Source: an optimization exercise on an open RTL-to-GDS flow (aim: small area and a short achievable clock period). Production flows keep margins and buffers that such runs may drop.
Function was checked by simulation only, so behaviour that the tests miss may differ from the original.
Power figures rest on the tool's default switching activity, not on a simulated workload.

==> trial 88: inputs <==
// fused_mult_top
module fused_mult_top (
	input  logic                     clk,
	input  logic                     reset,
	input  fused_mult_pkg::operand_t a,
	input  fused_mult_pkg::operand_t b,
	input  logic                     a_sign,
	input  logic                     b_sign,
	input  fused_mult_pkg::mode_t    mode,
	output fused_mult_pkg::result_t  result
);
	logic [53:0] as_w, bs_w, a_d, b_d;
	wire wide = (mode == 2'd0);
	assign as_w[8:0] = wide ? a[8:0] : a[8:0];
	assign bs_w[8:0] = wide ? b[8:0] : b[8:0];
	assign as_w[17:9] = wide ? a[17:9] : a[17:9];
	assign bs_w[17:9] = wide ? b[17:9] : b[17:9];
	assign as_w[26:18] = wide ? a[26:18] : a[26:18];
	assign bs_w[26:18] = wide ? b[8:0] : b[26:18];
	assign as_w[35:27] = wide ? a[17:9] : a[35:27];
	assign bs_w[35:27] = wide ? b[8:0] : b[35:27];
	assign as_w[44:36] = wide ? a[8:0] : a[44:36];
	assign bs_w[44:36] = wide ? b[17:9] : b[44:36];
	assign as_w[53:45] = wide ? a[26:18] : a[53:45];
	assign bs_w[53:45] = wide ? b[17:9] : b[53:45];
	always_comb begin
		for (int k = 0; k < 6; k++) begin
			case (mode)
				2'd2: begin
					a_d[9*k +: 9] = {as_w[9*k +: 8], 1'b0};
					b_d[9*k +: 9] = {bs_w[9*k +: 4], bs_w[9*k+4 +: 4], 1'b0};
				end
				2'd3: begin
					a_d[9*k +: 9] = {1'b0, as_w[9*k +: 8]};
					b_d[9*k +: 9] = {1'b0, bs_w[9*k +: 2], bs_w[9*k+2 +: 2], bs_w[9*k+4 +: 2], bs_w[9*k+6 +: 2]};
				end
				default: begin
					a_d[9*k +: 9] = as_w[9*k +: 9];
					b_d[9*k +: 9] = bs_w[9*k +: 9];
				end
			endcase
		end
	end
	wire [3:0] ctl_d = {mode, a_sign, b_sign};
	wire cd0 = (ctl_d == 4'd0) | (ctl_d == 4'd1) | (ctl_d == 4'd2) | (ctl_d == 4'd3) | (ctl_d == 4'd4) | (ctl_d == 4'd5) | (ctl_d == 4'd6) | (ctl_d == 4'd7);
  ...
export LEC_CHECK = 0
export CAP_MARGIN = 20
export CORE_MARGIN = 2
export CORE_UTILIZATION = 40
export CTS_CLUSTER_DIAMETER = 100
export CTS_CLUSTER_SIZE = 30
export GPL_TIMING_DRIVEN = 1
export PLACE_DENSITY = 0.6
export SETUP_SLACK_MARGIN = 5
export SLEW_MARGIN = 20
export SYNTH_HIERARCHICAL = 1
export SYNTH_MINIMUM_KEEP_SIZE = 0
create_clock -name core_clock -period 11.0 [get_ports {clk}]
standard.sh (not shown) runs the stock make flow with config.mk's settings and CLKGATE_MAP_FILE= SYNTH_SCRIPT=/design/flow/synth_recipe.tcl, a recipe that flattens the netlist after the stock synthesis.
==> flow/flow/run.sh <==
#!/bin/bash
# The standard layout (the standard.sh, unchanged synthesis and steps),
# with plain buf_1 cells as the port buffers instead of the resizer's
# default pick (a clock delay buffer).
export BUFFER_PORTS_ARGS="-buffer_cell sky130_fd_sc_hd__buf_1"
bash standard.sh > standard.log 2>&1
==> build 40 (differences from trial 88) <==
--- a/flow/config.mk
+++ b/flow/config.mk
@@ -10,7 +10,6 @@
 export CORE_UTILIZATION = 40
 export CTS_CLUSTER_DIAMETER = 100
 export CTS_CLUSTER_SIZE = 30
-export GPL_TIMING_DRIVEN = 1
 export PLACE_DENSITY = 0.6
 export SETUP_SLACK_MARGIN = 5
 export SLEW_MARGIN = 20
==> qor summary <==
Final ANT Viol Nets: build 40 0; trial 88 0
Most common cell after layout, fill and taps aside: build 40 sky130_fd_sc_hd__fa_1; trial 88 sky130_fd_sc_hd__fa_1
Status: build 40 timing/DRC/antenna clean; trial 88 timing/DRC/antenna clean
Buffer type at the clock tree root: build 40 sky130_fd_sc_hd__clkbuf_16; trial 88 sky130_fd_sc_hd__clkbuf_16
Number of buffers inserted for hold repair after clock tree synthesis: build 40 0; trial 88 0
Dpl hpwl: build 40 81,080 um; trial 88 81,080 um
Post-route setup TNS: build 40 0 ns; trial 88 0 ns
Non-filler cells in the finished layout: build 40 3,612; trial 88 3,612
Fraction of layout cells with a size suffix above 1: build 40 9.590%; trial 88 9.590%
Critical-path top delay cell: build 40 sky130_fd_sc_hd__dfxtp_1; trial 88 sky130_fd_sc_hd__dfxtp_1
Warnings from Yosys: build 40 10; trial 88 10
Number of sinks on the clock net: build 40 239; trial 88 239
Number of enable flip-flop cells after synthesis: build 40 0; trial 88 0
Combinational share of power: build 40 80.5%; trial 88 80.5%
Cell with the most instances after synthesis: build 40 sky130_fd_sc_hd__fa_1; trial 88 sky130_fd_sc_hd__fa_1
Power density over the cells: build 40 345.4 mW/mm^2; trial 88 345.4 mW/mm^2
Final-layout clock buffer total: build 40 15; trial 88 15
Port Buffers: build 40 158; trial 88 158
Net switching component of the power: build 40 5.372 mW; trial 88 5.372 mW
Width of the chip: build 40 267.8 um; trial 88 267.8 um
Relative contribution of sequential cells to total power: build 40 13.7%; trial 88 13.7%
Post-CTS repair timing setup buffer count: build 40 11; trial 88 11
Endpoint required time on the critical path: build 40 11.40 ns; trial 88 11.40 ns
TAP cells: build 40 931; trial 88 931
Hold WS: build 40 0.4274 ns; trial 88 0.4274 ns


==> run a <==
fused_mult_top again, from the RTL that the note above started with.
Settings: LEC_CHECK=0, CAP_MARGIN=20, CORE_MARGIN=2, CORE_UTILIZATION=65, CTS_CLUSTER_DIAMETER=100, CTS_CLUSTER_SIZE=30, PLACE_DENSITY=0.8, SETUP_SLACK_MARGIN=5, SLEW_MARGIN=20, SYNTH_HIERARCHICAL=1, SYNTH_MINIMUM_KEEP_SIZE=0; clock period 11.0 ns.
Scripts as last shown in full above: flow/flow/run.sh
==> run b: changes against run a <==
--- a/flow/config.mk
+++ b/flow/config.mk
@@ -9,6 +9,6 @@
 export CORE_MARGIN = 2
-export CORE_UTILIZATION = 65
+export CORE_UTILIZATION = 60
 export CTS_CLUSTER_DIAMETER = 100
 export CTS_CLUSTER_SIZE = 30
-export PLACE_DENSITY = 0.8
+export PLACE_DENSITY = 0.75
 export SETUP_SLACK_MARGIN = 5
==> tab_implementation.tex <==
\begin{tabular}{lr}
\hline
Metric & Value \\
\hline
\multicolumn{2}{l}{\textbf{Cells and area}} \\
\quad Area growth from synthesis to layout & 8.40\% \\
\quad Register fraction of the total cell area & 0.161 \\
\quad Filler instances & between 3000 and 4000 \\
\multicolumn{2}{l}{\textbf{Route}} \\
\quad Number of DRC violations after detailed-routing iteration 0 & about 3200 \\
\multicolumn{2}{l}{\textbf{Place}} \\
\quad Final estimated routing congestion in global placement & 1.04 \\
\multicolumn{2}{l}{\textbf{Global routing}} \\
\quad Via count of the first global-routing pass & about 23000 \\
\quad Global-route met2 utilization & 0.685 \\
\multicolumn{2}{l}{\textbf{Outcome}} \\
\quad Run status & timing/DRC/antenna clean \\
\multicolumn{2}{l}{\textbf{Clocking}} \\
\quad Clock latency on the worst-skew pair & 0.55 ns \\
\hline
\end{tabular}
Source of the figures above: run a

==> tab_implementation.tex <==
\begin{tabular}{lr}
\hline
Metric & Value \\
\hline
\multicolumn{2}{l}{\textbf{Outcome}} \\
\quad Run status & timing/DRC/antenna clean \\
\multicolumn{2}{l}{\textbf{Clocking}} \\
\quad Clock latency on the worst-skew pair & approximately 0.56 ns \\
\multicolumn{2}{l}{\textbf{Cells and area}} \\
\quad Area growth from synthesis to layout & 9.11\% \\
\quad Register fraction of the total cell area & 0.161 \\
\multicolumn{2}{l}{\textbf{Setup path}} \\
\quad Slowest cell on the critical path & dfxtp\_1 \\
\multicolumn{2}{l}{\textbf{Global routing}} \\
\quad Global-route met2 utilization & 0.661 \\
\quad Via count of the first global-routing pass & around 23000 \\
\multicolumn{2}{l}{\textbf{Place}} \\
\quad Final estimated routing congestion in global placement & between 1 and 1.5 \\
\hline
\end{tabular}
Source of the figures above: run b

## separate check: timing with driven ports
In the flow no input, the clock included, has a driving cell. The finished layouts below were timed again as built, in two steps.
Step 1 assumes that a clkbuf_16 drives the clock port and a buf_2 every other input.
Step 2 moves the port delays by t, midway between the first and last clock arrival at a register: inputs arrive t later, outputs are due t later. That takes back most of the time a late clock gives input paths.
Three values: no drivers, after step 1, after step 2; two values: the first two.
run	t (ns)	setup WS [ns]	cell pins on the clock port's net
trial 88	0.567	4.916 / 4.916 / 4.916	1
build 40	0.567	4.916 / 4.916 / 4.916	1
run a	0.589	4.873 / 4.873 / 4.873	1
run b	0.593	4.905 / 4.905 / 4.905	1
After both steps every run listed still meets setup and hold.
